Source: an optimization exercise on an open RTL-to-GDS flow (aim: small area). Production flows keep margins and buffers that such runs may drop. The RTL was checked by simulation tests, not by an equivalence proof against the original design. Power is estimated from default activity; no workload was simulated.

<file path="flow/constraint.sdc">
create_clock -name core_clock -period 6.0 [get_ports {clk}]
set_input_delay 1.2000 -clock core_clock [delete_from_list [all_inputs] [get_ports {clk}]]
set_output_delay 1.2000 -clock core_clock [all_outputs]
set_load 0.01 [all_outputs]
</file>
<file path="flow/config.mk">
export PLATFORM = sky130hd
export DESIGN_NAME = mesh_router
export DESIGN_NICKNAME = mesh_router
export VERILOG_FILES = /design/flow/design.v
export SDC_FILE = /design/flow/constraint.sdc
export NUM_CORES = 4
export LEC_CHECK = 0
export CAP_MARGIN = 20
export CORE_MARGIN = 2
export CORE_UTILIZATION = 30
export PLACE_DENSITY = 0.35
export SLEW_MARGIN = 20
</file>
<file path="flow/design.v">
package router_pkg;
    localparam int FLIT_W    = 64;
    localparam int HOP_W     = 4;
    localparam int NUM_PORTS = 5;
    typedef logic [FLIT_W-1:0] flit_t;
    typedef enum logic [2:0] {
        PORT_UP    = 3'd0,
        PORT_DOWN  = 3'd1,
        PORT_LEFT  = 3'd2,
        PORT_RIGHT = 3'd3,
        PORT_PE    = 3'd4
    } port_e;
    typedef logic [NUM_PORTS-1:0] port_vec_t;
    typedef enum logic {
        VC_EVEN = 1'b0,
        VC_ODD  = 1'b1
    } vc_e;
endpackage
`timescale 1ns/1ps
module input_vc_buffer (
    input  logic              clk,
    input  logic              reset,
    input  router_pkg::vc_e   polarity_i,
    input  logic              send_i,
    input  router_pkg::flit_t data_i,
    input  logic [1:0]        clear_i,
    output logic              ready_o,
    output router_pkg::flit_t [1:0] data_o,
    output logic [1:0]        valid_o
);
    router_pkg::vc_e   ext_vc;
    logic  accept;
    logic  [1:0]       valid_q;
    router_pkg::flit_t [1:0]       data_q;
    assign ext_vc  = (polarity_i == router_pkg::VC_EVEN) ? router_pkg::VC_ODD : router_pkg::VC_EVEN;
    assign ready_o = ~valid_q[ext_vc];
    assign accept  = send_i & ready_o;
    always_ff @(posedge clk) begin
        if (reset) begin
            valid_q[router_pkg::VC_EVEN] <= 1'b0;
            valid_q[router_pkg::VC_ODD]  <= 1'b0;
        end else begin
            for (int c = 0; c < 2; c++) begin
                if (clear_i[c]) valid_q[c] <= 1'b0;
            end
            if (accept) valid_q[ext_vc] <= 1'b1;
        end
    end
    always_ff @(posedge clk) begin
        if (accept) data_q[ext_vc] <= data_i;
    end
    always_comb begin
        for (int c = 0; c < 2; c++) begin
            data_o[c]  = data_q[c];
            valid_o[c] = valid_q[c];
        end
    end
endmodule
`timescale 1ns/1ps
module rr_arbiter (
    input  logic                  clk,
    input  logic                  reset,
    input  logic                  en_i,
    input  logic                  free_i,
    input  router_pkg::port_vec_t req_i,
    output router_pkg::port_vec_t gnt_o
);
    router_pkg::port_vec_t              ptr_q;
    logic [2*router_pkg::NUM_PORTS-1:0] req_dbl;
    logic [2*router_pkg::NUM_PORTS-1:0] gnt_dbl;
    assign req_dbl = {req_i, req_i};
    assign gnt_dbl = req_dbl & ~(req_dbl - {{router_pkg::NUM_PORTS{1'b0}}, ptr_q});
    assign gnt_o = (en_i && free_i)
                 ? (gnt_dbl[router_pkg::NUM_PORTS-1:0] | gnt_dbl[2*router_pkg::NUM_PORTS-1:router_pkg::NUM_PORTS])
                 : '0;
    always_ff @(posedge clk) begin
        if (reset) begin
            ptr_q <= router_pkg::port_vec_t'(1);
        end else if (gnt_o != '0) begin
            ptr_q <= {gnt_o[router_pkg::NUM_PORTS-2:0], gnt_o[router_pkg::NUM_PORTS-1]};
        end
    end
endmodule
`timescale 1ns/1ps
module vc_switch_alloc #(
    parameter int              HOP_X_LSB = 52,
    parameter int              HOP_Y_LSB = 48,
    parameter logic            ALLOC_VC  = router_pkg::VC_EVEN
) (
    input  logic                  clk,
    input  logic                  reset,
    input  router_pkg::vc_e       polarity_i,
    input  router_pkg::flit_t [router_pkg::NUM_PORTS-1:0] in_data_i,
    input  router_pkg::port_vec_t in_valid_i,
    input  router_pkg::port_vec_t out_empty_i,
    output router_pkg::port_vec_t out_wr_en_o,
    output router_pkg::flit_t [router_pkg::NUM_PORTS-1:0] out_wr_data_o,
    output router_pkg::port_vec_t in_clear_o
);
    localparam logic signed [router_pkg::HOP_W-1:0] HOP_ONE = 1;
    logic      active;
    logic [router_pkg::NUM_PORTS-1:0][2:0] tgt;
    router_pkg::flit_t     [router_pkg::NUM_PORTS-1:0] upd;
    router_pkg::port_vec_t [router_pkg::NUM_PORTS-1:0] req;
    router_pkg::port_vec_t [router_pkg::NUM_PORTS-1:0] gnt;
    assign active = (polarity_i == ALLOC_VC);
    always_comb begin
        logic signed [router_pkg::HOP_W-1:0] x_off;
        logic signed [router_pkg::HOP_W-1:0] y_off;
        for (int i = 0; i < router_pkg::NUM_PORTS; i++) begin
            x_off  = in_data_i[i][HOP_X_LSB +: router_pkg::HOP_W];
            y_off  = in_data_i[i][HOP_Y_LSB +: router_pkg::HOP_W];
            upd[i] = in_data_i[i];
            if (x_off[router_pkg::HOP_W-1]) begin
                tgt[i] = router_pkg::PORT_LEFT;
                upd[i][HOP_X_LSB +: router_pkg::HOP_W] = x_off + HOP_ONE;
            end else if (x_off != '0) begin
                tgt[i] = router_pkg::PORT_RIGHT;
                upd[i][HOP_X_LSB +: router_pkg::HOP_W] = x_off - HOP_ONE;
            end else if (y_off[router_pkg::HOP_W-1]) begin
                tgt[i] = router_pkg::PORT_UP;
                upd[i][HOP_Y_LSB +: router_pkg::HOP_W] = y_off + HOP_ONE;
            end else if (y_off != '0) begin
                tgt[i] = router_pkg::PORT_DOWN;
                upd[i][HOP_Y_LSB +: router_pkg::HOP_W] = y_off - HOP_ONE;
            end else begin
                tgt[i] = router_pkg::PORT_PE;
            end
        end
    end
    always_comb begin
        for (int o = 0; o < router_pkg::NUM_PORTS; o++) begin
            for (int i = 0; i < router_pkg::NUM_PORTS; i++) begin
                req[o][i] = in_valid_i[i] && (tgt[i] == 3'(o));
            end
        end
    end
    for (genvar o = 0; o < router_pkg::NUM_PORTS; o++) begin : g_arb
        rr_arbiter u_arb (
            .clk    (clk),
            .reset  (reset),
            .en_i   (active),
            .free_i (out_empty_i[o]),
            .req_i  (req[o]),
            .gnt_o  (gnt[o])
        );
    end
    always_comb begin
        out_wr_en_o = '0;
        in_clear_o  = '0;
        for (int o = 0; o < router_pkg::NUM_PORTS; o++) begin
            out_wr_data_o[o] = '0;
            for (int i = 0; i < router_pkg::NUM_PORTS; i++) begin
                if (gnt[o][i]) begin
                    out_wr_en_o[o]   = 1'b1;
                    out_wr_data_o[o] = upd[i];
                    in_clear_o[i]    = 1'b1;
                end
            end
        end
    end
endmodule
`timescale 1ns/1ps
module output_vc_buffer (
    input  logic              clk,
    input  logic              reset,
    input  router_pkg::vc_e   polarity_i,
    input  logic [1:0]        wr_en_i,
    input  router_pkg::flit_t [1:0] wr_data_i,
    input  logic              ready_i,
    output logic [1:0]        empty_o,
    output logic              send_o,
    output router_pkg::flit_t data_o
);
    router_pkg::vc_e   ext_vc;
    logic  [1:0]       valid_q;
    router_pkg::flit_t [1:0]       data_q;
    assign ext_vc = (polarity_i == router_pkg::VC_EVEN) ? router_pkg::VC_ODD : router_pkg::VC_EVEN;
    assign send_o = valid_q[ext_vc] & ready_i;
    assign data_o = data_q[ext_vc];
    always_comb begin
        for (int c = 0; c < 2; c++) begin
            empty_o[c] = ~valid_q[c];
        end
    end
    always_ff @(posedge clk) begin
        if (reset) begin
            valid_q[router_pkg::VC_EVEN] <= 1'b0;
            valid_q[router_pkg::VC_ODD]  <= 1'b0;
        end else begin
            if (send_o) valid_q[ext_vc] <= 1'b0;
            for (int c = 0; c < 2; c++) begin
                if (wr_en_i[c]) valid_q[c] <= 1'b1;
            end
        end
    end
    always_ff @(posedge clk) begin
        for (int c = 0; c < 2; c++) begin
            if (wr_en_i[c]) data_q[c] <= wr_data_i[c];
        end
    end
endmodule
`timescale 1ns/1ps
module mesh_router #(
    parameter int HOP_X_LSB = 52,
    parameter int HOP_Y_LSB = 48
) (
    input  logic                  clk,
    input  logic                  reset,
    input  router_pkg::port_vec_t send_i,
    input  logic [router_pkg::NUM_PORTS*router_pkg::FLIT_W-1:0] data_i,
    input  router_pkg::port_vec_t ready_i,
    output router_pkg::port_vec_t ready_o,
    output router_pkg::port_vec_t send_o,
    output logic [router_pkg::NUM_PORTS*router_pkg::FLIT_W-1:0] data_o,
    output logic                  polarity_o
);
    logic  [router_pkg::NUM_PORTS-1:0][1:0] ib_valid;
    router_pkg::flit_t [router_pkg::NUM_PORTS-1:0][1:0] ib_data;
    logic  [router_pkg::NUM_PORTS-1:0][1:0] ib_clear;
    logic  [router_pkg::NUM_PORTS-1:0][1:0] ob_empty;
    logic  [router_pkg::NUM_PORTS-1:0][1:0] ob_wr_en;
    router_pkg::flit_t [router_pkg::NUM_PORTS-1:0][1:0] ob_wr_data;
    router_pkg::port_vec_t [1:0]                in_valid;
    router_pkg::flit_t     [1:0][router_pkg::NUM_PORTS-1:0] in_data;
    router_pkg::port_vec_t [1:0]                in_clear;
    router_pkg::port_vec_t [1:0]                out_empty;
    router_pkg::port_vec_t [1:0]                out_wr_en;
    router_pkg::flit_t     [1:0][router_pkg::NUM_PORTS-1:0] out_wr_data;
    always_ff @(posedge clk) begin
        if (reset) begin
            polarity_o <= router_pkg::VC_EVEN;
        end else begin
            polarity_o <= (polarity_o == router_pkg::VC_EVEN) ? router_pkg::VC_ODD : router_pkg::VC_EVEN;
        end
    end
    for (genvar p = 0; p < router_pkg::NUM_PORTS; p++) begin : g_port
        input_vc_buffer u_in (
            .clk        (clk),
            .reset      (reset),
            .polarity_i (polarity_o),
            .send_i     (send_i[p]),
            .data_i     (data_i[p*router_pkg::FLIT_W +: router_pkg::FLIT_W]),
            .clear_i    (ib_clear[p]),
            .ready_o    (ready_o[p]),
            .data_o     (ib_data[p]),
            .valid_o    (ib_valid[p])
        );
        output_vc_buffer u_out (
            .clk        (clk),
            .reset      (reset),
            .polarity_i (polarity_o),
            .wr_en_i    (ob_wr_en[p]),
            .wr_data_i  (ob_wr_data[p]),
            .ready_i    (ready_i[p]),
            .empty_o    (ob_empty[p]),
            .send_o     (send_o[p]),
            .data_o     (data_o[p*router_pkg::FLIT_W +: router_pkg::FLIT_W])
        );
        for (genvar c = 0; c < 2; c++) begin : g_vc
            assign in_valid[c][p]   = ib_valid[p][c];
            assign in_data[c][p]    = ib_data[p][c];
            assign ib_clear[p][c]   = in_clear[c][p];
            assign out_empty[c][p]  = ob_empty[p][c];
            assign ob_wr_en[p][c]   = out_wr_en[c][p];
            assign ob_wr_data[p][c] = out_wr_data[c][p];
        end
    end
    vc_switch_alloc #(
        .HOP_X_LSB (HOP_X_LSB),
        .HOP_Y_LSB (HOP_Y_LSB),
        .ALLOC_VC  (router_pkg::VC_EVEN)
    ) u_alloc_even (
        .clk           (clk),
        .reset         (reset),
        .polarity_i    (polarity_o),
        .in_data_i     (in_data[router_pkg::VC_EVEN]),
        .in_valid_i    (in_valid[router_pkg::VC_EVEN]),
        .out_empty_i   (out_empty[router_pkg::VC_EVEN]),
        .out_wr_en_o   (out_wr_en[router_pkg::VC_EVEN]),
        .out_wr_data_o (out_wr_data[router_pkg::VC_EVEN]),
        .in_clear_o    (in_clear[router_pkg::VC_EVEN])
    );
    vc_switch_alloc #(
        .HOP_X_LSB (HOP_X_LSB),
        .HOP_Y_LSB (HOP_Y_LSB),
        .ALLOC_VC  (router_pkg::VC_ODD)
    ) u_alloc_odd (
        .clk           (clk),
        .reset         (reset),
        .polarity_i    (polarity_o),
        .in_data_i     (in_data[router_pkg::VC_ODD]),
        .in_valid_i    (in_valid[router_pkg::VC_ODD]),
        .out_empty_i   (out_empty[router_pkg::VC_ODD]),
        .out_wr_en_o   (out_wr_en[router_pkg::VC_ODD]),
        .out_wr_data_o (out_wr_data[router_pkg::VC_ODD]),
        .in_clear_o    (in_clear[router_pkg::VC_ODD])
    );
endmodule
</file>
<file path="flow/run.sh">
#!/bin/bash
# synth_recipe.tcl (not shown) runs the flow's synth.tcl, then flattens the netlist and writes it again
# the make line also repeats each setting of config.mk as NAME=value (left out here)
make -C /OpenROAD-flow-scripts/flow DESIGN_CONFIG=/design/flow/config.mk WORK_HOME=/design/flow/orfs CLKGATE_MAP_FILE= SYNTH_SCRIPT=/design/flow/synth_recipe.tcl finish
</file>
==> results.txt <==
-- routing by layer --
| metal | GRT usage (%) | vias to the layer above |
|---|---|---|
| li1 | - | 27540 |
| met1 | 50.20 | 35800 |
| met2 | 54.46 | 5734 |
| met3 | 10.87 | 1323 |
| met4 | 17.86 | 26 |
| met5 | 0.4245 | - |
-- through the flow --
stage | total power, mW | util [%] | hold WS [ns] | instance area, um2
finish | 25.20 | 37.45 | 0.4676 | 91180
global route | 25.75 | 37.45 | 0.4851 | 91160
CTS | 25.22 | 37.43 | 0.4679 | 91130
detailed placement | 14.63 | 35.13 | 0.4594 | 85520
global placement | 14.65 | 35.13 | 0.4574 | 85520
floorplan | 12.57 | - | 0.4479 | 73630
-- kinds of logic after synthesis --
group / Yosys count / synth area share [%]
flops: 1351 / 54.18
fa+ha+maj: 90 / 1.633
mux: 344 / 5.226
compound gates: 2585 / 24.70
buf+inv: 754 / 4.174
xor+xnor: 39 / 0.4643
other cells: 1 / 0.005097
simple gates: 1518 / 9.616
-- critical path, cell delays in order (launching register included) --
cell and delay (ns):
edfxtp_1 0.45, inv_1 0.12, ha_1 0.21, nor4bb_1 0.28, buf_4 0.16, nor3b_1 0.48, buf_4 0.26, ha_1 0.30
nand2_1 0.11, o2bb2a_1 0.17, nand3_1 0.07, or4_1 0.48, a211o_4 0.61, nand3_4 0.59, buf_12 0.35
-- cell usage after synthesis, types with 75 or more instances --
cell type	instances	area [um2]
nand2_1	411	1543
a21oi_1	536	2683
buf_2	114	570.6
inv_1	143	536.8
o211ai_1	222	1667
nand3_1	121	605.6
mux2_2	321	3615
ha_1	80	1001
nor3_1	112	560.5
a31oi_1	254	1589
edfxtp_1	1280	38440
a21o_1	119	893.4
and3_1	75	469.2
a22oi_1	147	1104
clkbuf_1	451	1693
a221oi_1	211	1848
a221o_1	298	2983
o21ai_0	418	2092
nor2_1	539	2023
o221ai_1	110	963.4
-- power groups by stage --
stage                     logic, mW  registers [mW]  clock network (mW)
after floorplan                1.27            11.3                   0
after global placement         3.17            11.5                   0
after detailed placement       3.16            11.5                   0
after CTS                      3.17            11.3                10.8
after global routing           3.30            11.3                11.1
final                          3.24            11.3                10.7
-- final cells by class --
cell class / count / share of cell area (%)
sequential: 1351 / 43.72
inverter: 144 / 0.6092
antenna: 18 / 0.04940
clock inverter: 106 / 1.106
tap: 3202 / 4.394
clock buffer: 210 / 5.045
timing repair buffer: 918 / 10.62
multi-input combinational: 4592 / 34.46
-- layout by cell type (no fill, tap or decap), drive strengths merged, types with 28 or more instances in the layout --
cell type and count:
nand3 121, clkdlybuf4s50 661, a211oi 28, nand2b 51, o211ai 222, clkinv 79, edfxtp 1280, a31oi 254
buf 257, dfxtp 71, inv 152, nand2 412, a211o 42, a21oi 536, nor2b 39, clkbuf 210
nor2 539, a22oi 147, and3 75, or3 34, o21ai 426, a221o 298, a2bb2oi 33, ha 80
a21o 119, a221oi 212, o221ai 110, nor3 114, mux2 321
-- how the worst max path moves through the flow --
stage / startpoint / endpoint / cells past startpoint
final: register / g_port[1].u_out.data_q[91] / 14
after global routing: register / g_port[4].u_out.data_q[99] / 14
after CTS: register / g_port[0].u_out.data_q[18] / 13
after detailed placement: register / g_port[1].u_out.data_q[82] / 14
after global placement: register / g_port[0].u_out.data_q[30] / 13
after floorplan: register / g_port[1].u_out.data_q[100] / 12
==> results.cfg <==
[clocking]
clock_latency_ns = 0.86
cts_made_buffers = 171
tritoncts = yes
clk_pin_slew_ns = 0.06
cts_resized = 0
clockBufferDepth = 3
numClockSinks = 1351
cts_root_buf = clkbuf_16
cts_hold_buf = 0
htree_levels = 4
postCtsSetupRepairBufs = 0

[power]
p_per_area_nw_per_um2 = 276.4
intPower_mw = 18.13
p_leak_nw = 30.11
power_frac_seq_pct = 44.8
p_switching_mw = 7.068
comb_power_share_pct = 12.9
swShare_pct = 28.05
ir_drop_mv = 0.2241
power.share.clock_pct = 42.3

[route]
drtIter0Drc = 11380
num_vias = 70420
drt_first_pass_iters = 9
post_drt_via_cell_ratio = 6.681
wl_per_cell_um = 45.80
wl_met1_um = 198000
drt-total-wl_um = 482800
wl_met3_um = 54700
wl_met2_um = 202900
antenna_left = 0
top_layer_used = met5
post-route-drc-count = 0

[setup_path]
arrival_ns = 5.57
rr_endpoint = g_port[1].u_out.data_q[91]
rrSetupSlack_ns = 0.94
r2r_cells = 14
required_ns = 6.51
path_class = register to register
end_kind = register
cp_max_fo = 44
start_kind = register

[floorplanning]
row_count = 181
coreArea_um2 = 243500
dieHeight_um = 499.2
ios = 663
die_w_um = 499.2
die-area_um2 = 249200
initial_utilization_pct = 30.22

[layout]
instances_no_fill = 10540
fill_cells = 23650
nNetsFinal = 7600
drive_above_1_share_pct = 13.37
seq_area_um2 = 39860
areaGrowthSynthToFinish_pct = 23.94
multi_input_area_um2 = 31420

[sta]
hold_viol_final = 0
setup_viol = 0
rsz0062_at_grt = no
timing.final.crit_share_pct = 84.31
fmax_ghz = 0.1977
final.setup_skew_ns = 0.04255
worst_slack_ns = 0.9415
tns_ns = 0
min_period_ns = 5.058
relSlewSlack_pct = 15.98
worst_pin_slew_ns = 1.250
maxSlewViolCount = 0

[hold_path]
hold_end = u_alloc_even.g_arb[2].u_arb.ptr_q[2]
hp-start = u_alloc_even.g_arb[2].u_arb.ptr_q[2]
holdPathStages = 2
min_path_type = register to register

[synth]
netlist_area_um2 = 73570
async_reset_ff_share_pct = 0
ys_ff_latch = 1351
ys_seq_area_share_pct = 54.18
synth_edf_count = 1280
synthFlopType = edfxtp_1
ys.warnings.count = 6
synth.distinct_cells = 100
syn_area_per_cell_um2 = 11.01
synthesis.instances = 6682

[place]
placedCellCount = 10210
dpl.hpwl_um = 292200
numPortBuffers = 662
gp_congestion = 0.9107
pre_cts_ws_ns = 1.000

[grt]
overflow = 0
antenna_found_initial = 52
grt_pass1_vias = 66360
grt_use_total_pct = 37.24
grt_max_degree = 107
grt_pass1_wl_um = 626900

[run]
maxCapViolCount = 0

[status]
status = complete, no violations

-- afterwards: timing with drivers on the ports --
The flow's constraints put no driver on any port. The routed layout listed below was extracted and timed again, unchanged, in two steps.
Step 1 assumes that a clkbuf_16 drives the clock port and a buf_2 every other input.
Step 2 times the ports against the registers' clock, not the clock port: input delays grow and output delays shrink by t, the midpoint of the rising clock arrivals with the driver on.
Three values: ideal ports, drivers, drivers and shift; two values: the first two.
shift t [ns]: 0.939
slack for setup (ns): 0.942 / 0.941 / 0.941
worst data-port slew with drivers (ns): 0.25
After both steps this run still meets setup and hold. For this run, drivers alone change the setup slack by -0.001 ns; drivers and shift together by -0.001 ns.
